This is an optimization exercise on Yosys and OpenROAD, whose aim is small area, a short achievable clock period and few clock cycles, not a production implementation.
Function was checked by simulation only, so behaviour that the tests miss may differ from the original.
Power figures rest on the tool's default switching activity, not on a simulated workload.

## build 21
## stepper_microstep_trajectory_unit
module stepper_microstep_trajectory_unit #(
    parameter int AXES = 4
) (
    input  logic                        i_clk,
    input  logic                        i_rst_n,
    input  logic                        i_valid,
    output logic                        o_stall,
    input  logic [1:0]                  i_opcode,
    input  logic [1:0]                  i_axis,
    input  logic [30:0]                 i_target,
    output logic                        o_valid,
    input  logic                        i_stall,
    output logic [9:0]                  o_pwm_a,
    output logic [9:0]                  o_pwm_b,
    output logic [30:0]                 o_position,
    output logic signed [15:0]          o_velocity,
    input  logic                        psel,
    input  logic                        penable,
    input  logic                        pwrite,
    input  logic [smt_pkg::CFG_AW-1:0]  paddr,
    input  logic [31:0]                 pwdata,
    output logic [31:0]                 prdata,
    output logic                        pready
);
For scale: roughly 540 flip-flops, roughly 180 I/O pins, about 45,000 µm² of cells after synthesis.
Settings: LEC_CHECK=0, ABC_AREA=1, CAP_MARGIN=20, CORE_MARGIN=2, CORE_UTILIZATION=40, SETUP_SLACK_MARGIN=3.0, SLEW_MARGIN=20; clock period 10.0 ns.
run.sh (not shown) runs the stock make flow with config.mk's settings and CLKGATE_MAP_FILE= SYNTH_SCRIPT=/design/flow/synth_recipe.tcl, a recipe that flattens the netlist after the stock synthesis.
Testbench counts of build 21, summed over its fixed seeds: cycles 4,120.
Input changes introduced in build 98 (baseline for comparison: build 21):
# build 21
export LEC_CHECK = 0
export ABC_AREA = 1
export CAP_MARGIN = 20
export CORE_MARGIN = 2
export CORE_UTILIZATION = 40
export SETUP_SLACK_MARGIN = 3.0
export SLEW_MARGIN = 20
create_clock -name core_clock -period 10.0 [get_ports {i_clk}]
# build 98
export LEC_CHECK = 0
export ABC_AREA = 1
export CAP_MARGIN = 20
export CORE_MARGIN = 2
export CORE_UTILIZATION = 40
export SETUP_SLACK_MARGIN = 2.5
export SLEW_MARGIN = 20
create_clock -name core_clock -period 10.0 [get_ports {i_clk}]
==> comparison <==
Reported for build 21 and build 98, synthesized-area fraction occupied by and/or/nand/nor cells turned out identical to the last digit. On total via count after detailed routing: between build 21 and build 98, it ends up lower for build 98. [build 98] multi-input logic area fell 1300 µm² relative to build 21. The higher portion of total power attributed to the clock network of build 21 and build 98 is in build 98. Build 98: number of signal-net inverters in the final layout lower than build 21. First-pass GRT wire length, build 98 vs build 21: down by a few percent. Build 98 ends up with higher total of clock buffers placed in the layout than build 21 does.
## Diff of input files: build 6 against build 98
# build 98
export LEC_CHECK = 0
export ABC_AREA = 1
export CAP_MARGIN = 20
export CORE_MARGIN = 2
export CORE_UTILIZATION = 40
export SETUP_SLACK_MARGIN = 2.5
export SLEW_MARGIN = 20
create_clock -name core_clock -period 10.0 [get_ports {i_clk}]
# build 6
export LEC_CHECK = 0
export ABC_AREA = 1
export CAP_MARGIN = 20
export CORE_MARGIN = 2
export CORE_UTILIZATION = 55
export SETUP_SLACK_MARGIN = 2.0
export SLEW_MARGIN = 20
create_clock -name core_clock -period 10.0 [get_ports {i_clk}]
[summary]
Build 98 has a higher clock buffer instance count of the final layout than build 6.
Comparing arrival time of the worst setup path for build 98 and build 6, the smaller number came from build 98.
Compared with build 98, final area in build 6 decreased by a few percent.
Build 98 has lower sequential share of layout area than build 6.
Between build 98 and build 6, the post-place setup slack is lower for build 98.
Inputs modified between build 6 and build 23:
# build 6
export LEC_CHECK = 0
export ABC_AREA = 1
export CAP_MARGIN = 20
export CORE_MARGIN = 2
export CORE_UTILIZATION = 55
export SETUP_SLACK_MARGIN = 2.0
export SLEW_MARGIN = 20
create_clock -name core_clock -period 10.0 [get_ports {i_clk}]
# build 23
export LEC_CHECK = 0
export ABC_AREA = 1
export CAP_MARGIN = 20
export CORE_MARGIN = 2
export CORE_UTILIZATION = 45
export SETUP_SLACK_MARGIN = 2.75
export SLEW_MARGIN = 20
export TNS_END_PERCENT = 5
create_clock -name core_clock -period 10.0 [get_ports {i_clk}]
==> comparison <==
- Total of clock buffers placed in the layout ended up 9 lower on build 23 than on build 6.
- | clock latency of the later-clocked register in the worst-skew pair | lower: build 23 |
- When build 23 is set beside build 6, its non-clock buffering overhead in the final layout turns out to be 1.8 points larger.

[re-timing with driven ports]
Ports are ideal in the flow. The routed layouts listed here were re-timed in OpenROAD. Step 1 sets driving cells, clkbuf_16 on the clock port and buf_2 on the other inputs (assumed; they add their load-dependent delay and slew). Step 2, shift: input delay + t, output delay - t, t = (earliest + latest rising clock arrival at the registers) / 2. This alone moves slack from input paths to output paths. Slacks: ideal ports / drivers / drivers and shift; pairs: ideal ports / drivers.
run | shift t [ns] | slack for setup (ns) | worst setup path after step 2 | worst register clock-pin slew, ns | worst slew at a driven data input, ns
build 21 | 0.746 | 2.778 / 2.778 / 2.778 | register to register | 0.07 / 0.07 | 0.04
build 98 | 0.754 | 2.631 / 2.631 / 2.631 | register to register | 0.07 / 0.07 | 0.05
build 6 | 0.728 | 2.258 / 2.258 / 2.258 | register to register | 0.07 / 0.07 | 0.05
build 23 | 0.704 | 2.649 / 2.649 / 2.649 | register to register | 0.08 / 0.08 | 0.07
After both steps setup and hold are still met in every run listed.
